Context: an optimization exercise on an open-source flow, tuned for small area, a short achievable clock period and few clock cycles per item. The choices shown serve that exercise and are no tape-out recipe.
Only simulation tests tie the RTL to the original design; equivalence was not proved.

## design/flow/flow/run.sh

```bash
#!/bin/bash
# The standard layout (the standard.sh, standard synthesis included), with
# plain buffers (buf_4) instead of the default delay cells on the port buffers.
set -uo pipefail
bash standard.sh "BUFFER_PORTS_ARGS=-buffer_cell sky130_fd_sc_hd__buf_4" finish > make_finish.log 2>&1
```

## design/flow/standard.sh

```bash
#!/bin/bash
# synth_recipe.tcl (not shown) runs the flow's synth.tcl, then flattens the netlist and writes it again
# the make line also repeats each setting of config.mk as NAME=value (left out here)
make -C /OpenROAD-flow-scripts/flow DESIGN_CONFIG=/design/flow/config.mk WORK_HOME=/design/flow/orfs CLKGATE_MAP_FILE= SYNTH_SCRIPT=/design/flow/synth_recipe.tcl "${@:-finish}"
```

## design/flow/config.mk

```make
export PLATFORM = sky130hd
export DESIGN_NAME = hash_table_linear_probe_top
export DESIGN_NICKNAME = hash_table_linear_probe_top
export VERILOG_FILES = /design/flow/design.v
export SDC_FILE = /design/flow/constraint.sdc
export NUM_CORES = 4
export LEC_CHECK = 0
export ABC_CLOCK_PERIOD_IN_PS = 2700
export CAP_MARGIN = 30
export CORE_MARGIN = 2
export CORE_UTILIZATION = 35
export SETUP_SLACK_MARGIN = 3.3
export SLEW_MARGIN = 25
```

## design/flow/constraint.sdc

```tcl
create_clock -name core_clock -period 6.0 [get_ports {clk_i}]
set_input_delay 1.2000 -clock core_clock [delete_from_list [all_inputs] [get_ports {clk_i}]]
set_output_delay 1.2000 -clock core_clock [all_outputs]
set_load 0.01 [all_outputs]
```

## design/flow/design.v

```verilog
`timescale 1ns / 1ps
package htlp_pkg;
  localparam int SLOT_COUNT = 16;
  localparam int SLOT_W     = 4;
  localparam int KEY_W      = 64;
  localparam int VAL_W      = 32;
  localparam int ENTRY_W    = 5;
  localparam logic [3:0] FNV_BASIS_LO = 4'h5;
  localparam logic [ENTRY_W-1:0] LOAD_LIMIT_RST = 5'd8;
  localparam logic [2:0] STAT_HIT      = 3'd0;
  localparam logic [2:0] STAT_INSERTED = 3'd1;
  localparam logic [2:0] STAT_MISS     = 3'd2;
  localparam logic [2:0] STAT_ZERO     = 3'd3;
  localparam logic [2:0] STAT_FULL     = 3'd4;
endpackage
`timescale 1ns / 1ps
module hash_table_linear_probe_top (
  input  logic               clk_i,
  input  logic               rst_ni,
  input  logic               cfg_valid_i,
  output logic               cfg_ready_o,
  input  logic [htlp_pkg::ENTRY_W-1:0] cfg_load_limit_i,
  input  logic               in_valid_i,
  output logic               in_stall_o,
  input  logic [1:0]         func_i,
  input  logic [htlp_pkg::KEY_W-1:0]   key_i,
  input  logic [htlp_pkg::VAL_W-1:0]   value_i,
  input  logic [htlp_pkg::SLOT_W-1:0]  start_slot_i,
  output logic               out_valid_o,
  input  logic               out_stall_i,
  output logic [2:0]         status_o,
  output logic [htlp_pkg::VAL_W-1:0]   found_value_o,
  output logic [htlp_pkg::KEY_W-1:0]   found_key_o,
  output logic [htlp_pkg::SLOT_W-1:0]  slot_index_o,
  output logic [htlp_pkg::ENTRY_W-1:0] entry_total_o
);
  localparam int N = 16;
  function automatic logic [N-1:0] lowest1(logic [N-1:0] x);
    logic seen;
    seen = 1'b0;
    for (int i = 0; i < N; i++) begin
      lowest1[i] = x[i] && !seen;
      seen = seen || x[i];
    end
  endfunction
  function automatic logic [3:0] enc(logic [N-1:0] x);
    enc = '0;
    for (int i = 0; i < N; i++) enc = enc | (x[i] ? 4'(i) : 4'd0);
  endfunction
  logic [63:0] key_mem [N];
  logic [31:0] val_mem [N];
  logic [N-1:0] used_q;
  logic [4:0]   count_q;
  logic [4:0]   limit_q;
  logic         can_ins_q;    
  logic adv_q, stall_q;    
  assign in_stall_o  = stall_q;
  assign cfg_ready_o = 1'b1;
  logic [7:0] in_en, in_x0, in_y1, in_p, in_q;
  always_comb begin
    logic keep;
    keep = 1'b1;
    for (int j = 0; j < 8; j++) begin
      keep = keep && (key_i[8*j +: 8] != 8'h00);
      in_en[j] = keep;
    end
    for (int j = 0; j < 8; j++) begin
      logic a, b;
      a = 1'b1;
      b = 1'(j & 1);
      for (int i = 0; i <= j; i++) begin
        a = a ^ key_i[8*i];
        b = b ^ key_i[8*i + 1];
        if (i < j && ((j - i) % 2) == 1) b = b ^ key_i[8*i];
      end
      in_x0[j] = a;
      in_y1[j] = a ^ b;
      in_p[j]  = b & ~a;
      in_q[j]  = b & a;
    end
  end
  logic        r0_v;
  logic [1:0]  r0_func;
  logic [63:0] r0_key;
  logic [31:0] r0_val;
  logic [3:0]  r0_start;
  logic [7:0]  r0_en, r0_x0, r0_y1, r0_p, r0_q;
  always_ff @(posedge clk_i or negedge rst_ni) begin
    if (!rst_ni) r0_v <= 1'b0;
    else if (adv_q) r0_v <= in_valid_i;
  end
  always_ff @(posedge clk_i) begin
    if (adv_q) begin
      r0_func  <= func_i;
      r0_key   <= key_i;
      r0_val   <= value_i;
      r0_start <= start_slot_i;
      r0_en    <= in_en;
      r0_x0    <= in_x0;
      r0_y1    <= in_y1;
      r0_p     <= in_p;
      r0_q     <= in_q;
    end
  end
  logic [63:0] sa_nkey;
  logic [3:0]  sa_home;
  always_comb begin
    logic h2, h3, d, pp;
    logic [7:0] last;
    for (int j = 0; j < 8; j++) sa_nkey[8*j +: 8] = r0_en[j] ? r0_key[8*j +: 8] : 8'h00;
    h2 = 1'b1;
    h3 = 1'b0;
    d  = 1'b1;
    pp = 1'b0;
    for (int j = 0; j < 8; j++) begin
      d  = d ^ r0_key[8*j + 2];
      h2 = h2 ^ (r0_en[j] & (r0_key[8*j + 2] ^ r0_p[j]));
      h3 = h3 ^ (r0_en[j] & (r0_key[8*j + 3] ^ r0_q[j] ^ ((d ^ pp) & ~r0_p[j])));
      pp = pp ^ r0_p[j];
    end
    for (int j = 0; j < 8; j++) last[j] = r0_en[j] && (j == 7 || !r0_en[(j + 1) % 8]);
    sa_home[0] = !r0_en[0] || (|(last & r0_x0));
    sa_home[1] = |(last & r0_y1);
    sa_home[2] = h2;
    sa_home[3] = h3;
  end
  logic        ra_v;
  logic [1:0]  ra_func;
  logic [63:0] ra_nkey;
  logic [31:0] ra_val;
  logic [3:0]  ra_start, ra_home;
  logic        ra_vnz;
  always_ff @(posedge clk_i or negedge rst_ni) begin
    if (!rst_ni) ra_v <= 1'b0;
    else if (adv_q) ra_v <= r0_v;
  end
  always_ff @(posedge clk_i) begin
    if (adv_q) begin
      ra_func  <= r0_func;
      ra_nkey  <= sa_nkey;
      ra_val   <= r0_val;
      ra_start <= r0_start;
      ra_vnz   <= (r0_val != '0);
      ra_home  <= sa_home;
    end
  end
  logic [N-1:0] s1_match;
  always_comb begin
    for (int k = 0; k < N; k++) s1_match[k] = used_q[k] && (key_mem[k] == ra_nkey);
  end
  logic        r1_v;
  logic [1:0]  r1_func;
  logic [63:0] r1_nkey;
  logic [31:0] r1_val;
  logic        r1_vnz;
  logic [3:0]  r1_home, r1_start;
  logic [N-1:0] r1_match;
  logic        r1_eqprev;
  always_ff @(posedge clk_i or negedge rst_ni) begin
    if (!rst_ni) r1_v <= 1'b0;
    else if (adv_q) r1_v <= ra_v;
  end
  always_ff @(posedge clk_i) begin
    if (adv_q) begin
      r1_func   <= ra_func;
      r1_nkey   <= ra_nkey;
      r1_val    <= ra_val;
      r1_vnz    <= ra_vnz;
      r1_home   <= ra_home;
      r1_match  <= s1_match;
      r1_eqprev <= (ra_nkey == r1_nkey);
      r1_start  <= ra_start;
    end
  end
  logic        r2_v, r2_ins, r2_keyen;
  logic [N-1:0] r2_sel;
  logic [2:0]  r2_status;
  logic [4:0]  r2_total;
  logic [N-1:0] s2_match, s2_hmask, s2_smask, s2_empty, s2_c1, s2_pick, s2_nsel, s2_sel;
  logic        s2_fwd, s2_any, s2_isget, s2_isset, s2_isnext, s2_nany, s2_ins, s2_wr;
  logic [2:0]  s2_status;
  logic [4:0]  s2_count;
  always_comb begin
    s2_isget  = (r1_func == 2'd0);
    s2_isset  = (r1_func == 2'd1) && r1_vnz;
    s2_isnext = (r1_func == 2'd2);
    s2_fwd    = r1_eqprev && r2_ins;
    s2_match  = s2_fwd ? r2_sel : r1_match;
    s2_any    = (|r1_match) || s2_fwd;
    for (int k = 0; k < N; k++) s2_hmask[k] = (4'(k) >= r1_home);
    s2_empty  = ~used_q;
    s2_c1     = s2_empty & s2_hmask;
    s2_pick   = (|s2_c1) ? lowest1(s2_c1) : lowest1(s2_empty);
    for (int k = 0; k < N; k++) s2_smask[k] = (4'(k) >= r1_start);
    s2_nsel   = lowest1(used_q & s2_smask);
    s2_nany   = |(used_q & s2_smask);
    s2_ins    = r1_v && s2_isset && !s2_any && can_ins_q;
    s2_wr     = r1_v && s2_isset && s2_any;
    s2_sel    = '0;
    s2_status = htlp_pkg::STAT_MISS;
    if (s2_isget) begin
      if (s2_any) begin
        s2_status = htlp_pkg::STAT_HIT;
        s2_sel    = s2_match;
      end
    end else if (r1_func == 2'd1) begin
      if (!r1_vnz) begin
        s2_status = htlp_pkg::STAT_ZERO;
      end else if (s2_any) begin
        s2_status = htlp_pkg::STAT_HIT;
        s2_sel    = s2_match;
      end else if (can_ins_q) begin
        s2_status = htlp_pkg::STAT_INSERTED;
        s2_sel    = s2_pick;
      end else begin
        s2_status = htlp_pkg::STAT_FULL;
      end
    end else if (s2_isnext) begin
      if (s2_nany) begin
        s2_status = htlp_pkg::STAT_HIT;
        s2_sel    = s2_nsel;
      end
    end
    s2_count = count_q + (s2_ins ? 5'd1 : 5'd0);
  end
  always_ff @(posedge clk_i or negedge rst_ni) begin
    if (!rst_ni) begin
      r2_v      <= 1'b0;
      r2_ins    <= 1'b0;
      used_q    <= '0;
      count_q   <= '0;
      limit_q   <= htlp_pkg::LOAD_LIMIT_RST;
      can_ins_q <= 1'b1;
    end else begin
      if (adv_q) begin
        r2_v      <= r1_v;
        r2_ins    <= s2_ins;
        if (s2_ins) used_q <= used_q | s2_pick;
        count_q   <= s2_count;
        can_ins_q <= (s2_count < limit_q) && (s2_count != 5'd16);
      end
      if (cfg_valid_i) begin
        limit_q   <= cfg_load_limit_i;
        can_ins_q <= (count_q < cfg_load_limit_i) && (count_q != 5'd16);
      end
    end
  end
  always_ff @(posedge clk_i) begin
    if (adv_q) begin
      r2_sel    <= s2_sel;
      r2_keyen  <= s2_isnext;
      r2_status <= s2_status;
      r2_total  <= s2_count;
    end
  end
  always_ff @(posedge clk_i) begin
    for (int k = 0; k < N; k++) begin
      if (!used_q[k]) key_mem[k] <= r1_nkey;
      if (!used_q[k] || (adv_q && s2_wr && s2_match[k])) val_mem[k] <= r1_val;
    end
  end
  logic [31:0] s3_val;
  logic [63:0] s3_key;
  always_comb begin
    s3_val = '0;
    s3_key = '0;
    for (int k = 0; k < N; k++) begin
      s3_val = s3_val | (r2_sel[k] ? val_mem[k] : 32'd0);
      s3_key = s3_key | (r2_sel[k] ? key_mem[k] : 64'd0);
    end
    if (!r2_keyen) s3_key = '0;
  end
  logic        o_v, s_v, prod, take, o_load;
  logic [2:0]  o_status, s_status;
  logic [31:0] o_val, s_val;
  logic [63:0] o_key, s_key;
  logic [3:0]  o_slot, s_slot;
  logic [4:0]  o_total, s_total;
  logic        o_v_d, s_v_d;
  assign prod   = adv_q && r2_v;
  assign take   = o_v && !out_stall_i;
  assign o_load = take || !o_v;
  always_comb begin
    if (o_load) begin
      o_v_d = s_v || prod;
      s_v_d = s_v && prod;
    end else begin
      o_v_d = 1'b1;
      s_v_d = s_v || prod;
    end
  end
  always_ff @(posedge clk_i or negedge rst_ni) begin
    if (!rst_ni) begin
      o_v     <= 1'b0;
      s_v     <= 1'b0;
      adv_q   <= 1'b1;
      stall_q <= 1'b0;
    end else begin
      o_v     <= o_v_d;
      s_v     <= s_v_d;
      adv_q   <= !(o_v_d && s_v_d);
      stall_q <= o_v_d && s_v_d;
    end
  end
  always_ff @(posedge clk_i) begin
    if (o_load) begin
      if (s_v) begin
        o_status <= s_status;
        o_val    <= s_val;
        o_key    <= s_key;
        o_slot   <= s_slot;
        o_total  <= s_total;
      end else begin
        o_status <= r2_status;
        o_val    <= s3_val;
        o_key    <= s3_key;
        o_slot   <= enc(r2_sel);
        o_total  <= r2_total;
      end
    end
    if (prod && (s_v || !o_load)) begin
      s_status <= r2_status;
      s_val    <= s3_val;
      s_key    <= s3_key;
      s_slot   <= enc(r2_sel);
      s_total  <= r2_total;
    end
  end
  assign out_valid_o   = o_v;
  assign status_o      = o_status;
  assign found_value_o = o_val;
  assign found_key_o   = o_key;
  assign slot_index_o  = o_slot;
  assign entry_total_o = o_total;
endmodule
```

==> out/metrics.yaml, run 1 <==
global_route:
  grt_overflow: 0
  grt_pass1_wl_um: 699000
  grt_max_degree: 113
  antenna_found_initial: 69
  track_usage_pct: 41.3
  first_global_vias: 61900
timing:
  tightest_slew_ns: 1.28
  setup_ws_ns: 2.58
  final-setup-viol-count: 0
  max_freq_mhz: 292
  fin_crit_sh_pct: 57.0
  maxSlewHeadroom_pct: 14.3
  finalHoldViolations: 0
  slew_viol_final: 0
  timing.hold.ws_ns: 0.193
  fin_skew_ns: 0.0962
  setup-tns-final_ns: 0
  rsz0062_at_grt: "yes"
  period_minus_slack_ns: 3.42
route:
  top_layer_used: "met5"
  drt-initial-drc-count: 12700
  viasPerCell: 6.57
  wl_met3_um: 68600
  wl_um: 562000
  drcViolationCount: 0
  met2WireLength_um: 236000
  drt-wirelength-per-cell_um: 54.1
  wirelength_met1_um: 197000
  vias: 68200
  drtAntennaViolNets: 0
  first_pass_iters: 6
clocking:
  cts.clk_slew.worst_paths_ns: 0.06
  clock_path_buffers: 4
  tritoncts: "built"
  cts_hold_buf: 0
  numClockSinks: 2186
  cts_buffers: 244
  htree_levels: 4
  root_buffer: "clkbuf_16"
  clk_latency_ns: 0.99
synthesis:
  avgSynthCellArea_um2: 15.6
  synth-seq-area-share_pct: 71.3
  synth_area_leader_cell: "edfxtp_1"
  postSynthNetCount: 6017
  synth_area_um2: 91900
  synth_edf_count: 2150
  syn_inst: 5877
  yosys_warnings: 3
  synth-main-ff-cell: "edfxtp_1"
  async_reset_ff_share_pct: 1.65
  synth.distinct_cells: 76
  synth_top_area_share_pct: 70.3
  ys_seq_elements: 2186
  synthTopCellsByArea: "edfxtp_1 (70%), xor2_1 (4.2%), xnor2_1 (4.0%)"
floorplanning:
  dieArea_um2: 267000
  num_io_pins: 223
  die_h_um: 516
  die_x_um: 516
  initial_core_util_pct: 35.1
  row_count: 188
  fp.coreArea_um2: 262000
min_path:
  hold_class: "in2async"
critical_path:
  arrival_ns: 4.26
  cp-start-kind: "flip-flop"
  startpoint: "ra_nkey[43]"
  reg2reg_depth: 6
  endpoint_kind: "flip-flop"
  r2r_setup_slack_ns: 2.58
  critical_path_peak_fanout: 10
  crit_type: "reg2reg"
  timing.rr.end: "r1_match[5]"
  timing.rr.start: "ra_nkey[43]"
  worstPathRequired_ns: 6.84
placed_design:
  dpl.hpwl_um: 405000
  dp_slack_ns: 1.71
  io_buffers: 221
  routabilityCongestion: 1.17
final_layout:
  num-fill-cells: 23400
  area_delta_synth_final_pct: 24.7
  nets: 6764
  layout-drive-gt1-share_pct: 25.7
run:
  maxCapViolations: 0
status:
  status: "no timing/DRC/antenna violations"
## cells in the final DEF (no fill, tap or decap), drive strengths merged, types with 14 or more instances in the layout
cell      Yosys  layout
a21oi        36      36
mux2        116     116
diode         0      52
nand4       244     244
xor2        444     444
a22oi       420     420
a22o        207     207
o22ai        97      97
mux2i        14      14
nor4        176     176
bufinv        0      25
edfxtp     2150    2150
nand2        81      81
nor2         41      41
clkinvlp      0      33
and2         68      68
ha           28      28
o2bb2ai      34      34
nand3       108     108
clkbuf      278     301
dfrtp        33      33
xnor2       422     422
clkinv        8     118
o21ai        56      56
o21a         68      68
inv         186     162
buf          82     857
nor3         39      39
a221oi      261     261
o221ai       23      23
## cells in the mapped netlist, types with 4 or more instances
cell type	n
a2111oi_0	9
a211o_1	4
a211oi_1	4
a21boi_0	4
a21oi_1	36
a221oi_1	261
a222oi_1	10
a22o_1	207
a22oi_1	420
a2bb2oi_1	10
a31oi_1	10
and2_1	66
and3_1	10
buf_1	80
clkbuf_1	278
clkinv_1	8
dfrtp_1	33
edfxtp_1	2150
ha_1	28
inv_1	186
mux2_2	116
mux2i_1	14
nand2_1	81
nand2b_1	4
nand3_1	107
nand4_1	244
nor2_1	41
nor2b_1	9
nor3_1	39
nor4_1	176
o211ai_1	5
o21a_1	68
o21ai_0	56
o221ai_1	23
o22ai_1	97
o2bb2ai_1	34
or2_2	8
or3_1	9
or4_1	5
xnor2_1	422
xor2_1	444
## what timing repair did
action / 4_1_cts / 5_1_grt
setup endpoints to repair: 1253 / 736
cloned: 1 / 2
pin swaps: 108 / 89
gates resized for setup: 494 / 193
buffers inserted: 189 / 83
## worst max-delay path by stage
| stage | end | slack [ns] | cells after the start |
|---|---|---|---|
| after floorplan | s_key[0] | 0.65 | 3 |
| after global placement | r0_y1[7] | 1.53 | 10 |
| after detailed placement | r0_y1[7] | 1.71 | 10 |
| after CTS | can_ins_q | 2.87 | 13 |
| after global routing | r1_match[6] | 2.76 | 9 |
| final | r1_match[5] | 2.58 | 6 |
## cell families after synthesis
family,count (synthesis),synth area share [%]
AOI/OAI and AO/OA,1289,11.0
adders and majority gates,28,0.381
buffers and inverters,554,2.27
muxes,130,1.57
DFF,2186,71.3
and+or+nand+nor,816,5.09
xor gates and xnor gates,873,8.44
other,1,0.00408
## through the flow
step	area [um2]	cells	utilization, %
2_1_floorplan	92100	5877	-
3_3_place_gp	99700	9581	38.1
3_5_place_dp	100000	9607	38.2
4_1_cts	112000	10200	42.9
5_1_grt	114000	10300	43.7
6_report	115000	10400	43.7
## cell type report
cell class,count,area [um2],area share [%]
sequential,2186,65500,57.2
multi-input combinational,3137,27600,24.1
timing repair buffer,861,8230,7.19
clock buffer,298,6370,5.56
tap,3515,4400,3.84
clock inverter,144,1410,1.23
inverter,194,858,0.749
antenna,52,130,0.114
## registers in the layout, summed over array words and instances (netlist names), 32 cells and up
register and flops:
o_key 64, r1_nkey 64, r1_val 32, ra_nkey 64, s_key 64, r0_val 32, s_val 32, key_mem 1024
r0_key 64, val_mem 512, ra_val 32, o_val 32
## worst max-delay path, stage by stage, from the launching register on
cell	delay, ns
edfxtp_1	0.54
clkinvlp_4	0.42
o2bb2ai_1	0.52
a221oi_2	0.43
nand4_1	0.44
nor4_4	0.75
buf_4	0.22
## metal layers
| layer | GRT usage, % | up-vias |
|---|---|---|
| met5 | 0 | - |
| met2 | 59.5 | 6113 |
| met1 | 49.1 | 35400 |
| met4 | 35.6 | 22 |
| li1 | - | 25100 |
| met3 | 14.5 | 1545 |
Testbench counts, summed over its fixed seeds: cycles 3,680, ops 3,520.
==> inputs of run 2 (changes only) <==
==> design/flow/run.sh (new file) <==
#!/bin/bash
# synth_recipe.tcl (not shown) runs the flow's synth.tcl, then flattens the netlist and writes it again
# the make line also repeats each setting of config.mk as NAME=value (left out here)
make -C /OpenROAD-flow-scripts/flow DESIGN_CONFIG=/design/flow/config.mk WORK_HOME=/design/flow/orfs CLKGATE_MAP_FILE= SYNTH_SCRIPT=/design/flow/synth_recipe.tcl finish
removed: design/flow/flow/run.sh
removed: design/flow/standard.sh
==> run 2 against run 1 <==
- critical path depth increased by 2
- largest cell class unchanged
- non-clock buffer count rose by 36
- still clean
- design area grew 0.77%
- global-route usage grew 1.5 points
- routed wire length rose by 3.8%
- highest routed layer unchanged
- register-to-register slack improved by 0.12 ns
- sequential share of layout area down 0.44 points
- synthesized area unchanged
- core utilization grew 0.34 points
- hold slack worse by 0.096 ns
- critical path type unchanged
==> out/metrics.yaml, run 2 <==
status:
  status: "no timing/DRC/antenna violations"
route:
  wl_um: 583000
  drt-initial-drc-count: 12600
  drtAntennaViolNets: 0
  first_pass_iters: 6
  drcViolationCount: 0
  vias: 68600
  drt-wirelength-per-cell_um: 55.9
  viasPerCell: 6.57
global_route:
  first_global_vias: 61800
  grt_pass1_wl_um: 720000
  grt_overflow: 0
  track_usage_pct: 42.8
  antenna_found_initial: 75
  grt_max_degree: 105
timing:
  setup_ws_ns: 2.70
  slew_viol_final: 0
  maxSlewHeadroom_pct: 12.7
  timing.hold.ws_ns: 0.0974
  fin_skew_ns: 0.108
  finalHoldViolations: 0
  final-setup-viol-count: 0
  fin_crit_sh_pct: 55.0
  tightest_slew_ns: 1.31
  rsz0062_at_grt: "yes"
  period_minus_slack_ns: 3.30
  max_freq_mhz: 303
  setup-tns-final_ns: 0
synthesis:
  synth_area_um2: 91900
  synth_edf_count: 2150
  ys_seq_elements: 2186
  synthTopCellsByCount: "edfxtp_1 (2150), xor2_1 (444), xnor2_1 (422)"
  avgSynthCellArea_um2: 15.6
  synth-seq-area-share_pct: 71.3
  synth.distinct_cells: 76
  synth_area_leader_cell: "edfxtp_1"
  postSynthNetCount: 6017
  synth_top_area_share_pct: 70.3
  synthMostInstantiatedCell: "edfxtp_1"
  synth-main-ff-cell: "edfxtp_1"
  synthTopCellsByArea: "edfxtp_1 (70%), xor2_1 (4.2%), xnor2_1 (4.0%)"
  async_reset_ff_share_pct: 1.65
  yosys_warnings: 3
  syn_inst: 5877
final_layout:
  largest_register: "key_mem"
  reg.largest.list: "key_mem (1024), val_mem (512)"
  fin_util_pct: 44.1
  num-fill-cells: 23200
  layout-drive-gt1-share_pct: 25.0
  area_delta_synth_final_pct: 25.7
  largest_reg_flops: 1024
  multiInputGateArea_um2: 27700
  nets: 6805
  final-seq-area_um2: 65500
  layout_common_cells: "edfxtp_1 (2150), buf_4 (481), a22oi_1 (407)"
  final_common_cell: "edfxtp_1"
placed_design:
  io_buffers: 221
  routabilityCongestion: 1.16
  dp_slack_ns: 1.26
  dpl.hpwl_um: 420000
critical_path:
  critical_path_peak_fanout: 3
  crit_type: "reg2reg"
  endpoint_kind: "flip-flop"
  worstPathRequired_ns: 6.84
  reg2reg_depth: 8
  arrival_ns: 4.14
  cp-start-kind: "flip-flop"
clocking:
  numClockSinks: 2186
  root_buffer: "clkbuf_16"
  clk_latency_ns: 1.01
  cts_hold_buf: 0
  tritoncts: "built"
  cts.clk_slew.worst_paths_ns: 0.06
  clock_path_buffers: 4
  cts_buffers: 249
  htree_levels: 4
floorplanning:
  die_x_um: 516
  initial_core_util_pct: 35.1
  die_h_um: 516
  dieArea_um2: 267000
  num_io_pins: 223
  fp.coreArea_um2: 262000
  row_count: 188
min_path:
  hold_class: "in2async"
run:
  maxCapViolations: 0
==> run 2: cell counts after synthesis <==
No cell type changed its count.
==> run 2: logic make-up (layout without fill, tap and decap cells) <==
group | Yosys count | count (layout) | share of synthesized area [%]
xor gates and xnor gates | 873 | 873 | 8.44
AOI/OAI and AO/OA | 1289 | 1289 | 11.0
and+or+nand+nor | 816 | 816 | 5.09
other | 1 | 58 | 0.00408
adders and majority gates | 28 | 28 | 0.381
DFF | 2186 | 2186 | 71.3
muxes | 130 | 130 | 1.57
buffers and inverters | 554 | 1536 | 2.27
==> run 2: path summary, 6_finish.rpt <==
check / slack [ns] / startpoint / end
max: 2.70 / ra_nkey[30] / r1_match[5]
min reg2reg: 0.42 / ra_val[21] / r1_val[21]
min: 0.1 / rst_ni / limit_q[0]
max in group asynchronous: 5.40 / rst_ni / can_ins_q
max reg2reg: 2.70 / ra_nkey[30] / r1_match[5]
min in group core_clock: 0.42 / ra_val[21] / r1_val[21]
==> run 2: critical path, stage by stage (launching register included) <==
cell and delay (ns):
edfxtp_1 0.55, buf_6 0.21, xnor2_4 0.45, nand4_1 0.60, nor4_4 0.52, buf_4 0.19
nand4_1 0.14, nor4_4 0.37, buf_4 0.19
==> run 2: routing by layer <==
layer	share of wire [%]	GRT usage, %	up-vias
met5	0.025	0	-
met4	10	34.5	20
met3	12	13.1	1415
met2	43	62.8	6013
met1	36	52.1	35900
li1	-	-	25200
==> run 2: layout make-up <==
type,count,share of cell area [%]
timing repair buffer,897,7.47
multi-input combinational,3137,24.0
sequential,2186,56.8
antenna,57,0.124
clock inverter,162,1.55
inverter,194,0.774
clock buffer,283,5.53
tap,3515,3.81
==> run 2: what timing repair did <==
item / CTS / global route
buffers inserted: 211 / 72
gates resized for setup: 906 / 202
pin swaps: 107 / 119
gates cloned: 3 / 4
setup endpoints to repair: 1193 / 295
hold endpoints to repair: 0 / 0
==> run 2: through the flow <==
stage	instance area (um2)	instances
after floorplan	92100	5877
after global placement	101000	9607
after detailed placement	101000	9634
after CTS	113000	10300
after global routing	115000	10400
final	115000	10400
==> inputs of run 3 (changes only) <==
--- a/design/flow/config.mk
+++ b/design/flow/config.mk
@@ -10,3 +10,4 @@
 export CORE_MARGIN = 2
-export CORE_UTILIZATION = 35
+export CORE_UTILIZATION = 40
+export PLACE_DENSITY = 0.7
 export SETUP_SLACK_MARGIN = 3.3
==> run 3 against run 2 <==
- first-iteration DRC count grew 12%
- routed wire length shrank 1.3%
- highest routed layer unchanged
- worst setup slack gained 0.14 ns
- flip-flop and latch count is the same
- still clean
- maximum frequency grew 4.3%
- core utilization grew 6.4 points
- synthesized area is the same
- synthesized cell count is the same
- sequential share of layout area grew 0.21 points
==> out/metrics.yaml, run 3 <==
route:
  drtAntennaViolNets: 0
  vias: 69700
  wl_um: 575000
  drt-wirelength-per-cell_um: 57.9
  viasPerCell: 7.02
  drt-initial-drc-count: 14100
  drcViolationCount: 0
  first_pass_iters: 6
critical_path:
  crit_family: "simple AND/OR/NAND/NOR gates"
  worstPathRequired_ns: 6.74
  critPathBufInv: 1
  crit_type: "reg2reg"
  critical_path_peak_fanout: 19
  arrival_ns: 3.90
  path_cells: "buf_6 -> xor2_1 -> nor4_1 -> nand4_1 -> nor4_2"
  slowest_stage: "nand4_1"
  cp_slowest_stage_delay_ns: 0.74
  endpoint_kind: "flip-flop"
  cp-start-kind: "flip-flop"
synthesis:
  synth_xor_area_share_pct: 8.44
  synthMostInstantiatedCell: "edfxtp_1"
  syn_inst: 5877
  synth-seq-area-share_pct: 71.3
  synth_adder_area_share_pct: 0.381
  synth_top_family_by_area: "compound AO/OA/AOI/OAI gates"
  synth_area_leader_cell: "edfxtp_1"
  synth-simple-area-share_pct: 5.09
  yosys_warnings: 3
  synthTopCellsByCount: "edfxtp_1 (2150), xor2_1 (444), xnor2_1 (422)"
  synth-main-ff-cell: "edfxtp_1"
  synth_compound_area_share_pct: 11.0
  synth_mux_area_share_pct: 1.57
  synth_area_um2: 91900
  ys_seq_elements: 2186
  synth.distinct_cells: 76
  postSynthNetCount: 6017
  synth_edf_count: 2150
  synthTopCellsByArea: "edfxtp_1 (70%), xor2_1 (4.2%), xnor2_1 (4.0%)"
  synth_top_area_share_pct: 70.3
  avgSynthCellArea_um2: 15.6
  async_reset_ff_share_pct: 1.65
timing:
  fin_crit_sh_pct: 52.7
  maxSlewHeadroom_pct: 9.58
  final-setup-viol-count: 0
  period_minus_slack_ns: 3.16
  tightest_slew_ns: 1.36
  setup-tns-final_ns: 0
  finalHoldViolations: 0
  slew_viol_final: 0
  fin_skew_ns: 0.0840
  rsz0062_at_grt: "yes"
  max_freq_mhz: 316
run:
  maxCapViolations: 0
clocking:
  root_buffer: "clkbuf_16"
  tritoncts: "built"
  cts.clk_slew.worst_paths_ns: 0.07
  cts_buffers: 233
  clk_latency_ns: 0.96
  numClockSinks: 2186
  clock_path_buffers: 3
  htree_levels: 4
floorplanning:
  initial_core_util_pct: 40.3
  fp.coreArea_um2: 228000
  die_x_um: 483
  dieArea_um2: 233000
  row_count: 175
  num_io_pins: 223
  die_h_um: 483
final_layout:
  layout-drive-gt1-share_pct: 25.6
  num-fill-cells: 19100
  nets: 6825
  multiInputGateArea_um2: 28000
  final_common_cell: "edfxtp_1"
  reg.largest.list: "key_mem (1024), val_mem (512)"
  final-seq-area_um2: 65500
  area_delta_synth_final_pct: 25.2
  final_cell_area_um2: 115000
  largest_register: "key_mem"
  layout_common_cells: "edfxtp_1 (2150), buf_4 (511), xor2_1 (407)"
  largest_reg_flops: 1024
placed_design:
  dpl_cell_area_um2: 101000
  dpl.hpwl_um: 417000
  io_buffers: 221
  routabilityCongestion: 1.16
global_route:
  track_usage_pct: 47.9
  first_global_vias: 62900
  grt_max_degree: 91
  antenna_found_initial: 63
  grt_pass1_wl_um: 713000
  grt_overflow: 0
min_path:
  hold_class: "in2async"
status:
  status: "no timing/DRC/antenna violations"
[run 3: changes by cell type in the layout (fill, tap and decap cells not counted), moves of 10 or more]
cell       before  now
a22oi_2        13   23
clkbuf_1       33   45
diode_2        57   43
a22oi_1       407  397
buf_8          19   35
clkinv_16       1   14
nor4_1         95   85
clkbuf_16     255  237
xor2_2         37   27
buf_4         481  511
[run 3: timing repair]
item	CTS	global route
gates cloned	2	6
hold buffers	0	0
endpoints found under the setup margin	1200	393
setup buffers	194	87
pin swaps	107	112
gates resized for setup	896	265
endpoints found under the hold margin	0	0
[run 3: metrics by stage]
stage	worst slack (ns)	util [%]	hold WS [ns]	instances
2_1_floorplan	0.652	-	0.400	5877
3_3_place_gp	1.02	43.9	0.402	9122
3_5_place_dp	1.11	44.1	0.405	9154
4_1_cts	2.87	49.3	0.407	9787
5_1_grt	2.74	50.4	0.168	9901
6_report	2.84	50.4	0.170	9939
[run 3: path summary, 6_finish.rpt]
kind                                  start           end  slack, ns  depth (start not counted)
worst min register to register   ra_val[20]    r1_val[20]       0.41                          0
worst min-delay path                 rst_ni     used_q[1]       0.17                          1
worst max-delay path            ra_nkey[38]  r1_match[10]       2.84                          5
worst max register to register  ra_nkey[38]  r1_match[10]       2.84                          5
min in group core_clock          ra_val[20]    r1_val[20]       0.41                          0
max in group asynchronous            rst_ni         adv_q       5.28                          2
[run 3: cell type report]
type                            instances  share of cell area, %
Sequential cell                      2186                   57.0
Multi-Input combinational cell       3138                   24.3
Timing Repair Buffer                  932                   7.72
Clock buffer                          283                   5.28
Tap cell                             3009                   3.27
Clock inverter                        154                   1.57
Inverter                              194                  0.765
Antenna cell                           43                 0.0936
[run 3: per-layer routing]
layer,up-vias,routed length [um],GRT usage [%]
met4,18,64100,40.4
met2,6954,238000,68.4
met1,35800,197000,57.1
met5,-,380,0
li1,25300,-,-
met3,1707,76500,18.3
[run 3: cells by family (layout without fill, tap and decap cells)]
| logic type | count (synthesis) | count (layout) |
|---|---|---|
| DFF | 2186 | 2186 |
| AOI/OAI and AO/OA | 1289 | 1289 |
| xor gates and xnor gates | 873 | 873 |
| and+or+nand+nor | 816 | 817 |
| buffers and inverters | 554 | 1563 |
| muxes | 130 | 130 |
| adders and majority gates | 28 | 28 |
| other | 1 | 44 |
==> inputs of run 4 (changes only) <==
--- a/design/flow/config.mk
+++ b/design/flow/config.mk
@@ -11,2 +11,4 @@
 export CORE_UTILIZATION = 40
+export CTS_CLUSTER_DIAMETER = 100
+export CTS_CLUSTER_SIZE = 20
 export PLACE_DENSITY = 0.7
==> run 4 against run 3 <==
- final cell count decreased by 2.5%
- critical path depth unchanged
- critical path type unchanged
==> out/metrics.yaml, run 4 <==
clocking:
  clock_path_buffers: 3
  htree_levels: 4
  numClockSinks: 2186
  cts_buffers: 138
  tritoncts: "built"
  root_buffer: "clkbuf_16"
  clk_latency_ns: 0.90
  cts.clk_slew.worst_paths_ns: 0.10
  cts_hold_buf: 0
timing:
  final-setup-viol-count: 0
  fin_skew_ns: 0.0691
  period_minus_slack_ns: 3.27
  slew_viol_final: 0
  finalHoldViolations: 0
  timing.hold.ws_ns: 0.235
  tightest_slew_ns: 1.25
  maxSlewHeadroom_pct: 16.8
  setup-tns-final_ns: 0
  rsz0062_at_grt: "yes"
  max_freq_mhz: 305
  fin_crit_sh_pct: 54.6
route:
  drcViolationCount: 0
  drt-initial-drc-count: 14000
  first_pass_iters: 7
  viasPerCell: 7.13
  vias: 69100
  wl_um: 573000
  drtAntennaViolNets: 0
  drt-wirelength-per-cell_um: 59.2
synthesis:
  synth_area_um2: 91900
  synth_area_leader_cell: "edfxtp_1"
  ys_seq_elements: 2186
  synth_edf_count: 2150
  synth-seq-area-share_pct: 71.3
  synthTopCellsByCount: "edfxtp_1 (2150), xor2_1 (444), xnor2_1 (422)"
  avgSynthCellArea_um2: 15.6
  synth-main-ff-cell: "edfxtp_1"
  synthTopCellsByArea: "edfxtp_1 (70%), xor2_1 (4.2%), xnor2_1 (4.0%)"
  async_reset_ff_share_pct: 1.65
  synthMostInstantiatedCell: "edfxtp_1"
  synth.distinct_cells: 76
  yosys_warnings: 3
  syn_inst: 5877
  synth_top_area_share_pct: 70.3
  postSynthNetCount: 6017
critical_path:
  slowest_stage: "nand4_1"
  cp-start-kind: "flip-flop"
  worstPathRequired_ns: 6.69
  r2r_setup_slack_ns: 2.73
  cp_slowest_stage_delay_ns: 0.76
  arrival_ns: 3.96
  reg2reg_depth: 5
  path_cells: "buf_6 -> xor2_1 -> nor4_1 -> nand4_1 -> nor4_2"
  timing.rr.end: "r1_match[10]"
  crit_type: "reg2reg"
  critical_path_peak_fanout: 19
  endpoint_kind: "flip-flop"
  timing.rr.start: "ra_nkey[38]"
global_route:
  grt_overflow: 0
  first_global_vias: 61600
  grt_max_degree: 91
  antenna_found_initial: 73
  track_usage_pct: 47.8
  grt_pass1_wl_um: 710000
placed_design:
  io_buffers: 221
  routabilityCongestion: 1.16
  dpl.hpwl_um: 417000
floorplanning:
  die_x_um: 483
  num_io_pins: 223
  row_count: 175
  dieArea_um2: 233000
  die_h_um: 483
  fp.coreArea_um2: 228000
  initial_core_util_pct: 40.3
final_layout:
  nets: 6730
  largest_reg_flops: 1024
  largest_register: "key_mem"
  layout-drive-gt1-share_pct: 23.8
  final_common_cell: "edfxtp_1"
  area_delta_synth_final_pct: 21.0
  reg.largest.list: "key_mem (1024), val_mem (512)"
  layout_common_cells: "edfxtp_1 (2150), buf_4 (513), xor2_1 (407)"
run:
  maxCapViolations: 0
min_path:
  hold_class: "in2async"
status:
  status: "no timing/DRC/antenna violations"
==> run 4: cell counts after synthesis <==
No cell type changed its count.
==> run 4: cell families after synthesis <==
family	share of synthesized area, %
adders and majority gates	0.381
muxes	1.57
AOI/OAI and AO/OA	11.0
DFF	71.3
xor gates and xnor gates	8.44
buffers and inverters	2.27
and+or+nand+nor	5.09
other	0.00408
==> run 4: area by class of cell <==
class,instances,area (um2)
sequential,2186,65500
clock inverter,40,736
tap,3009,3760
antenna,40,100
multi-input combinational,3138,27700
fill,19400,117000
inverter,194,870
timing repair buffer,932,8850
clock buffer,154,3540
==> run 4: worst max-delay path by stage <==
stage	startpoint	end	slack, ns	cells past startpoint
CTS	r1_match[3]	can_ins_q	2.87	15
global placement	key_i[0]	r0_y1[7]	1.02	10
global route	r1_match[3]	can_ins_q	2.71	15
finish	ra_nkey[38]	r1_match[10]	2.73	5
detailed placement	key_i[0]	r0_y1[7]	1.11	10
floorplan	adv_q	s_key[0]	0.65	3
==> run 4: worst max-delay path, delay by kind of cell, from the launching register on <==
family / cells / cell delay [ns]
flops: 1 / 0.39
buf+inv: 1 / 0.34
simple gates: 3 / 1.99
xor+xnor: 1 / 0.36
==> run 4: per-layer routing <==
| layer | wire length (um) | track usage (%) | part of all wire, % |
|---|---|---|---|
| met5 | 434 | 0.163 | 0.076 |
| met4 | 63400 | 39.5 | 11 |
| met3 | 77200 | 17.9 | 13 |
| met2 | 237000 | 68.5 | 41 |
| met1 | 195000 | 57.2 | 34 |
==> run 4: stage by stage <==
| stage | utilization [%] | std cells | instance area (um2) | setup WS [ns] |
|---|---|---|---|---|
| 6_report | 48.7 | 9693 | 111000 | 2.73 |
| 3_3_place_gp | 43.9 | 9122 | 100000 | 1.02 |
| 5_1_grt | 48.7 | 9656 | 111000 | 2.71 |
| 2_1_floorplan | - | 5877 | 92100 | 0.652 |
| 3_5_place_dp | 44.1 | 9154 | 101000 | 1.11 |
| 4_1_cts | 47.8 | 9543 | 109000 | 2.87 |
==> run 4: what timing repair did <==
item                                     CTS  global route
resized for setup                        858           238
pin swaps                                110           102
endpoints found under the setup margin  1195           503
gates cloned                               2             5
setup buffers                            193            92
==> inputs of run 5 (changes only) <==
--- a/design/flow/config.mk
+++ b/design/flow/config.mk
@@ -7,3 +7,3 @@
 export LEC_CHECK = 0
-export ABC_CLOCK_PERIOD_IN_PS = 2700
+export ABC_CLOCK_PERIOD_IN_PS = 2400
 export CAP_MARGIN = 30
@@ -14,3 +14,3 @@
 export PLACE_DENSITY = 0.7
-export SETUP_SLACK_MARGIN = 3.3
+export SETUP_SLACK_MARGIN = 3.6
 export SLEW_MARGIN = 25
==> run 5 against run 4 <==
- still clean on timing, DRC and antenna
- clock skew rose by 0.0032 ns
- core utilization rose by 2.7 points
- clock-buffer cell count did not move
- hold slack got worse by 0.0045 ns
- sequential share of layout area fell by 3.1 points
- register-to-register slack barely moved
- via count rose by 3.9%
- die area did not move
==> out/metrics.yaml, run 5 <==
synthesis:
  synth-seq-area-share_pct: 71.3
  synth_top_area_share_pct: 70.3
  avgSynthCellArea_um2: 15.6
  synthTopCellsByArea: "edfxtp_1 (70%), xor2_1 (4.2%), xnor2_1 (4.0%)"
  synthMostInstantiatedCell: "edfxtp_1"
  synthTopCellsByCount: "edfxtp_1 (2150), xor2_1 (444), xnor2_1 (422)"
  ys_seq_elements: 2186
  synth_area_leader_cell: "edfxtp_1"
  postSynthNetCount: 6017
  yosys_warnings: 3
  synth_edf_count: 2150
  synth-main-ff-cell: "edfxtp_1"
  synth_area_um2: 91900
  synth.distinct_cells: 76
  async_reset_ff_share_pct: 1.65
  syn_inst: 5877
critical_path:
  slowest_stage: "nor4_4"
  worstPathRequired_ns: 6.77
  path_cells: "buf_6 -> xor2_4 -> nor4_4 -> nand4_1 -> nor3_4 -> buf_4"
  arrival_ns: 4.03
  endpoint_kind: "flip-flop"
  critPathBufInv: 2
  cp-start-kind: "flip-flop"
  crit_type: "reg2reg"
  crit_family: "simple AND/OR/NAND/NOR gates"
  critical_path_peak_fanout: 13
  cp_slowest_stage_delay_ns: 0.69
route:
  vias: 71800
  drtAntennaViolNets: 0
  wl_um: 608000
  viasPerCell: 7.21
  drt-wirelength-per-cell_um: 61.0
  drt-initial-drc-count: 14100
  drcViolationCount: 0
  first_pass_iters: 9
timing:
  finalHoldViolations: 0
  setup-tns-final_ns: 0
  rsz0062_at_grt: "yes"
  setup_ws_ns: 2.74
  final-setup-viol-count: 0
  maxSlewHeadroom_pct: 17.6
  max_freq_mhz: 307
  period_minus_slack_ns: 3.26
  tightest_slew_ns: 1.23
  fin_skew_ns: 0.0722
  slew_viol_final: 0
  fin_crit_sh_pct: 54.4
floorplanning:
  fp.coreArea_um2: 228000
  row_count: 175
  num_io_pins: 223
  initial_core_util_pct: 40.3
  die_h_um: 483
  die_x_um: 483
  dieArea_um2: 233000
global_route:
  grt_overflow: 0
  grt_max_degree: 91
  grt_pass1_wl_um: 733000
  first_global_vias: 63100
  track_usage_pct: 49.6
  antenna_found_initial: 71
placed_design:
  io_buffers: 221
  dpl.hpwl_um: 417000
  dpl_cell_area_um2: 101000
  dp_slack_ns: 1.11
  routabilityCongestion: 1.16
final_layout:
  fin_util_pct: 51.5
  nets: 6984
  final_cell_area_um2: 117000
  reg.largest.list: "key_mem (1024), val_mem (512)"
  largest_reg_flops: 1024
  final_common_cell: "edfxtp_1"
  layout-drive-gt1-share_pct: 30.5
  layout_common_cells: "edfxtp_1 (2150), buf_4 (599), xor2_1 (401)"
  largest_register: "key_mem"
  area_delta_synth_final_pct: 27.8
clocking:
  clock_path_buffers: 3
  root_buffer: "clkbuf_16"
  numClockSinks: 2186
  cts.clk_slew.worst_paths_ns: 0.09
  clk_latency_ns: 0.90
  htree_levels: 4
  cts_buffers: 138
  tritoncts: "built"
min_path:
  hold_class: "in2async"
status:
  status: "no timing/DRC/antenna violations"
run:
  maxCapViolations: 0
-- run 5: cell type report --
cell class,instances,area (um2)
Sequential cell,2186,65500
Timing Repair Buffer,1185,12900
Clock buffer,154,3540
Clock inverter,40,736
Tap cell,3009,3760
Multi-Input combinational cell,3139,29900
Antenna cell,48,120
Inverter,194,893
Fill cell,18700,111000
-- run 5: timing repair --
action,4_1_cts,5_1_grt
buffers inserted,316,184
pin swaps,227,251
endpoints found under the setup margin,1535,690
hold buffers,0,0
gates resized for setup,1380,395
gates cloned,24,24
endpoints found under the hold margin,0,0
-- run 5: cell families after synthesis --
group	count (synthesis)	share of synthesized area [%]
muxes	130	1.57
and+or+nand+nor	816	5.09
buffers and inverters	554	2.27
DFF	2186	71.3
AOI/OAI and AO/OA	1289	11.0
other	1	0.00408
adders and majority gates	28	0.381
xor gates and xnor gates	873	8.44
-- run 5: per-stage QoR --
| stage | hold WS [ns] | instances |
|---|---|---|
| after global routing | 0.243 | 9915 |
| after detailed placement | 0.405 | 9154 |
| after CTS | 0.391 | 9688 |
| final | 0.230 | 9955 |
| after floorplan | 0.400 | 5877 |
| after global placement | 0.402 | 9122 |
-- run 5: metal layers --
metal / part of all wire [%] / GRT usage (%) / vias to the layer above
li1: - / - / 25400
met1: 33 / 57.4 / 37000
met2: 41 / 70.2 / 7340
met3: 14 / 21.2 / 2010
met4: 12 / 43.1 / 42
met5: 0.20 / 0.837 / -
-- run 5: worst paths after layout --
path	from	to	slack (ns)	depth (start not counted)
max	ra_nkey[62]	r1_match[9]	2.74	6
max reg2reg	ra_nkey[62]	r1_match[9]	2.74	6
min	rst_ni	used_q[14]	0.23	1
min reg2reg	ra_val[14]	r1_val[14]	0.40	0
max in group asynchronous	rst_ni	adv_q	5.21	2
min in group core_clock	ra_val[14]	r1_val[14]	0.40	0
==> inputs of run 6 (changes only) <==
--- a/design/flow/config.mk
+++ b/design/flow/config.mk
@@ -7,3 +7,3 @@
 export LEC_CHECK = 0
-export ABC_CLOCK_PERIOD_IN_PS = 2400
+export ABC_CLOCK_PERIOD_IN_PS = 3000
 export CAP_MARGIN = 30
@@ -14,3 +14,3 @@
 export PLACE_DENSITY = 0.7
-export SETUP_SLACK_MARGIN = 3.6
+export SETUP_SLACK_MARGIN = 2.9
 export SLEW_MARGIN = 25
==> run 6 against run 5 <==
- design area shrank 8.1%
- first-iteration DRC count down 3.7%
- highest routed layer unchanged
- still clean
- final cell count is 4.1% lower
- hold slack improved by 0.012 ns
- sequential share of layout area increased by 4.9 points
- non-clock buffer count is 416 lower
==> out/metrics.yaml, run 6 <==
status:
  status: "no timing/DRC/antenna violations"
timing:
  final-setup-viol-count: 0
  fin_skew_ns: 0.0717
  finalHoldViolations: 0
  period_minus_slack_ns: 3.33
  rsz0062_at_grt: "yes"
  slew_viol_final: 0
  tightest_slew_ns: 1.28
  max_freq_mhz: 300
  maxSlewHeadroom_pct: 14.8
  setup_ws_ns: 2.67
  fin_crit_sh_pct: 55.6
  setup-tns-final_ns: 0
global_route:
  antenna_found_initial: 63
  first_global_vias: 61000
  track_usage_pct: 47.3
  grt_pass1_wl_um: 702000
  grt_overflow: 0
  grt_max_degree: 162
synthesis:
  ys_seq_elements: 2186
  synthTopCellsByCount: "edfxtp_1 (2150), xor2_1 (444), xnor2_1 (422)"
  synth_edf_count: 2150
  synthTopCellsByArea: "edfxtp_1 (70%), xor2_1 (4.2%), xnor2_1 (4.0%)"
  synth_area_um2: 91900
  synth_top_area_share_pct: 70.3
  synth_area_leader_cell: "edfxtp_1"
  yosys_warnings: 3
  synth.distinct_cells: 76
  async_reset_ff_share_pct: 1.65
  syn_inst: 5877
  postSynthNetCount: 6017
  synthMostInstantiatedCell: "edfxtp_1"
  synth-seq-area-share_pct: 71.3
  synth-main-ff-cell: "edfxtp_1"
  avgSynthCellArea_um2: 15.6
critical_path:
  slowest_stage: "edfxtp_1"
  crit_type: "reg2reg"
  cp-start-kind: "flip-flop"
  timing.rr.start: "r2_sel[15]"
  critical_path_peak_fanout: 36
  r2r_setup_slack_ns: 2.67
  crit_end: "o_key[56]"
  endpoint_kind: "flip-flop"
  cp_slowest_stage_delay_ns: 0.78
  arrival_ns: 3.96
  path_cells: "buf_12 -> a221oi_1 -> nand3_1 -> o21a_1 -> mux2_2"
  worstPathRequired_ns: 6.62
  timing.rr.end: "o_key[56]"
  startpoint: "r2_sel[15]"
  reg2reg_depth: 5
floorplanning:
  row_count: 175
  die_x_um: 483
  die_h_um: 483
  fp.coreArea_um2: 228000
  initial_core_util_pct: 40.3
  dieArea_um2: 233000
  num_io_pins: 223
placed_design:
  io_buffers: 221
  dp_slack_ns: 1.11
  dpl.hpwl_um: 417000
  routabilityCongestion: 1.16
route:
  viasPerCell: 7.07
  wl_um: 563000
  drcViolationCount: 0
  drt-wirelength-per-cell_um: 58.9
  drt-initial-drc-count: 13500
  first_pass_iters: 6
  vias: 67400
  drtAntennaViolNets: 0
clocking:
  root_buffer: "clkbuf_16"
  cts_hold_buf: 0
  cts_buffers: 138
  htree_levels: 4
  cts.clk_slew.worst_paths_ns: 0.09
  clock_path_buffers: 3
  tritoncts: "built"
  numClockSinks: 2186
  clk_latency_ns: 0.90
min_path:
  hold_class: "in2async"
final_layout:
  reg.largest.list: "key_mem (1024), val_mem (512)"
  num-fill-cells: 19600
  area_delta_synth_final_pct: 17.4
  largest_reg_flops: 1024
  largest_register: "key_mem"
  nets: 6566
  final_common_cell: "edfxtp_1"
  layout-drive-gt1-share_pct: 17.2
  layout_common_cells: "edfxtp_1 (2150), buf_4 (454), xor2_1 (418)"
run:
  maxCapViolations: 0
==> run 6: cell count changes in the layout (fill, tap and decap cells not counted), moves of 38 or more <==
cell,before,now
clkdlybuf4s50_1,103,206
buf_4,599,454
xnor2_1,306,365
buf_6,131,21
a221oi_1,159,255
buf_12,135,53
nor4_1,76,114
buf_2,95,5
a22oi_1,335,412
a221oi_2,78,5
a22oi_2,85,8
==> run 6: critical path, delay by kind of cell (launching register included) <==
family,cells,cell delay (ns)
AOI/OAI and AO/OA,2,0.90
and+or+nand+nor,1,0.49
buffers and inverters,1,0.35
muxes,1,0.32
DFF,1,0.78
==> run 6: stage by stage <==
stage	hold WS, ns	instance area, um2	util (%)	instances
after floorplan	0.400	92100	-	5877
after global placement	0.402	100000	43.9	9122
after detailed placement	0.405	101000	44.1	9154
after CTS	0.391	107000	46.7	9424
after global routing	0.254	108000	47.3	9493
final	0.242	108000	47.3	9544
==> run 6: logic make-up after synthesis <==
| kind of cell | share of synthesized area (%) |
|---|---|
| and+or+nand+nor | 5.09 |
| DFF | 71.3 |
| xor gates and xnor gates | 8.44 |
| other | 0.00408 |
| buffers and inverters | 2.27 |
| adders and majority gates | 0.381 |
| muxes | 1.57 |
| AOI/OAI and AO/OA | 11.0 |
==> run 6: routing by layer <==
layer | track usage, % | routed length, um | vias up
met5 | 0 | 111 | -
met4 | 39.4 | 60700 | 18
met2 | 67.8 | 235000 | 6559
li1 | - | - | 24600
met1 | 56.5 | 194000 | 34800
met3 | 17.6 | 73100 | 1481
==> run 6: what timing repair did <==
action,4_1_cts,5_1_grt
setup buffers,76,53
resized for setup,147,84
setup endpoints to repair,590,142
pin swaps,28,33
==> run 6: worst min-delay path by stage <==
stage                from          to  cells past startpoint
2_1_floorplan  ra_func[0]  r1_func[0]                      0
3_3_place_gp    ra_val[4]   r1_val[4]                      0
3_5_place_dp   ra_home[3]  r1_home[3]                      0
4_1_cts        ra_val[14]  r1_val[14]                      0
5_1_grt            rst_ni   used_q[4]                      1
6_report           rst_ni   used_q[4]                      1
==> run 6: layout make-up <==
type	instances	area, um2	area share [%]
multi-input combinational	3137	26100	24.2
clock inverter	40	736	0.682
clock buffer	154	3540	3.29
timing repair buffer	769	7230	6.70
antenna	55	138	0.128
sequential	2186	65500	60.7
tap	3009	3760	3.49
inverter	194	816	0.756
==> inputs of run 7 (changes only) <==
--- a/design/flow/config.mk
+++ b/design/flow/config.mk
@@ -7,3 +7,3 @@
 export LEC_CHECK = 0
-export ABC_CLOCK_PERIOD_IN_PS = 3000
+export ABC_CLOCK_PERIOD_IN_PS = 3300
 export CAP_MARGIN = 30
@@ -14,3 +14,3 @@
 export PLACE_DENSITY = 0.7
-export SETUP_SLACK_MARGIN = 2.9
+export SETUP_SLACK_MARGIN = 2.6
 export SLEW_MARGIN = 25
==> run 7 against run 6 <==
- still clean on timing, DRC and antenna
- final cell count down 0.90%
- die area unchanged
- synthesized cell count unchanged
- critical path depth up 2
- non-clock buffer count down 79
- register-to-register slack worse by 0.29 ns
==> out/metrics.yaml, run 7 <==
timing:
  period_minus_slack_ns: 3.63
  fin_skew_ns: 0.0694
  rsz0062_at_grt: "yes"
  final-setup-viol-count: 0
  max_freq_mhz: 276
  tightest_slew_ns: 1.22
  maxSlewHeadroom_pct: 18.3
  setup-tns-final_ns: 0
  finalHoldViolations: 0
  slew_viol_final: 0
  fin_crit_sh_pct: 60.4
route:
  first_pass_iters: 8
  drt-initial-drc-count: 13300
  drt-wirelength-per-cell_um: 59.3
  wl_um: 561000
  vias: 67400
  viasPerCell: 7.12
  drcViolationCount: 0
  drtAntennaViolNets: 0
critical_path:
  cp-start-kind: "flip-flop"
  arrival_ns: 4.39
  crit_type: "reg2reg"
  endpoint_kind: "flip-flop"
  critical_path_peak_fanout: 7
  worstPathRequired_ns: 6.76
synthesis:
  async_reset_ff_share_pct: 1.65
  synth_edf_count: 2150
  synth.distinct_cells: 76
  synth-main-ff-cell: "edfxtp_1"
  ys_seq_elements: 2186
  avgSynthCellArea_um2: 15.6
  postSynthNetCount: 6017
  synth_area_leader_cell: "edfxtp_1"
  synthTopCellsByArea: "edfxtp_1 (70%), xor2_1 (4.2%), xnor2_1 (4.0%)"
  synthMostInstantiatedCell: "edfxtp_1"
  syn_inst: 5877
  synth-seq-area-share_pct: 71.3
  synth_top_area_share_pct: 70.3
  synthTopCellsByCount: "edfxtp_1 (2150), xor2_1 (444), xnor2_1 (422)"
  synth_area_um2: 91900
  yosys_warnings: 3
placed_design:
  routabilityCongestion: 1.16
  dpl_cell_area_um2: 101000
  dpl.hpwl_um: 417000
  io_buffers: 221
clocking:
  tritoncts: "built"
  numClockSinks: 2186
  cts_buffers: 138
  clock_path_buffers: 3
  root_buffer: "clkbuf_16"
  clk_latency_ns: 0.89
  cts_hold_buf: 0
  cts.clk_slew.worst_paths_ns: 0.09
  htree_levels: 4
run:
  maxCapViolations: 0
final_layout:
  final_cell_area_um2: 106000
  area_delta_synth_final_pct: 15.8
  fin_util_pct: 46.7
  reg.largest.list: "key_mem (1024), val_mem (512)"
  final_common_cell: "edfxtp_1"
  largest_register: "key_mem"
  layout_common_cells: "edfxtp_1 (2150), xor2_1 (420), a22oi_1 (416)"
  nets: 6487
  layout-drive-gt1-share_pct: 15.0
  largest_reg_flops: 1024
global_route:
  use_met2_pct: 67.6
  track_usage_pct: 47.1
  antenna_found_initial: 75
  grt_max_degree: 162
  globalRouteMet1Util_pct: 56.8
  met3_usage_pct: 16.9
  grt_overflow: 0
  first_global_vias: 60600
  grt_pass1_wl_um: 699000
  grt-busiest-layer: "met2"
floorplanning:
  die_x_um: 483
  dieArea_um2: 233000
  die_h_um: 483
  initial_core_util_pct: 40.3
  row_count: 175
  fp.coreArea_um2: 228000
  num_io_pins: 223
min_path:
  hold_class: "in2async"
status:
  status: "no timing/DRC/antenna violations"
[run 7: path summary, 6_finish.rpt]
| check | start | to | slack, ns | cells after the start |
|---|---|---|---|---|
| max reg2reg | ra_nkey[63] | r1_match[9] | 2.37 | 7 |
| max in group asynchronous | rst_ni | adv_q | 5.19 | 2 |
| min in group core_clock | ra_val[14] | r1_val[14] | 0.40 | 0 |
| min | rst_ni | used_q[14] | 0.25 | 1 |
| max | ra_nkey[63] | r1_match[9] | 2.37 | 7 |
| min reg2reg | ra_val[14] | r1_val[14] | 0.40 | 0 |
[run 7: what timing repair did]
action / 4_1_cts / 5_1_grt
endpoints found under the setup margin: 50 / 28
pin swaps: 6 / 6
resized for setup: 41 / 46
setup buffers: 21 / 31
[run 7: cells by family after synthesis]
family                     Yosys count  synth area share, %
adders and majority gates           28                0.381
xor gates and xnor gates           873                 8.44
DFF                               2186                 71.3
other                                1              0.00408
and+or+nand+nor                    816                 5.09
AOI/OAI and AO/OA                 1289                 11.0
buffers and inverters              554                 2.27
muxes                              130                 1.57
[run 7: layout make-up]
cell class	instances	area, um2
repair buffers	690	6410
clock buffers	154	3540
multi-input cells	3137	25500
clock inverters	40	736
diodes	48	120
inverters	194	779
flip-flops and latches	2186	65500
well taps	3009	3760
fillers	19600	122000
[run 7: metrics by stage]
step	hold slack, ns	setup WS (ns)	cells
global route	0.256	2.45	9413
floorplan	0.400	0.652	5877
CTS	0.391	2.35	9369
detailed placement	0.405	1.11	9154
finish	0.254	2.37	9458
global placement	0.402	1.02	9122
[run 7: worst max-delay path, stage by stage, from the launching register on]
cell and delay, ns:
edfxtp_1 0.67, xnor2_2 0.78, nand4_1 0.20, nor4_1 0.45, buf_4 0.25, nand4_1 0.49
nor3_4 0.49, buf_4 0.17
[run 7: layer usage]
layer	wire length, um	share of wire [%]	vias up
li1	-	-	24400
met4	60200	11	32
met1	195000	35	34900
met2	234000	42	6574
met5	432	0.077	-
met3	71400	13	1535

==> afterwards: timing with drivers on the ports <==
The results above use ideal ports. As a check the final layouts listed here were re-extracted and re-timed, cells and wires unchanged.
Step 1: set_driving_cell puts a clkbuf_16 on clk_i and a buf_2 on each other input, an assumption about the parent block.
Step 2 moves the port delays by t, midway between the first and last clock arrival at a register: inputs arrive t later, outputs are due t later. That takes back most of the time a late clock gives input paths.
Slacks: ideal ports / drivers / drivers and shift; pairs: ideal ports / drivers.
| run | shift t [ns] | setup WS [ns] | pins driven straight from the clock port |
|---|---|---|---|
| run 1 | 1.038 | 2.579 / 2.579 / 2.444 | 1 |
| run 2 | 1.042 | 2.702 / 2.702 / 2.420 | 1 |
| run 3 | 1.022 | 2.837 / 2.837 / 2.406 | 1 |
| run 4 | 0.959 | 2.726 / 2.726 / 2.474 | 1 |
| run 5 | 0.968 | 2.739 / 2.739 / 2.497 | 1 |
| run 6 | 0.966 | 2.666 / 2.666 / 2.112 | 1 |
| run 7 | 0.958 | 2.374 / 2.374 / 1.836 | 1 |
After both steps every run listed still meets setup and hold. The setup slack of run 6, which loses most, moves by 0.000 ns with the drivers and by -0.554 ns with both steps.
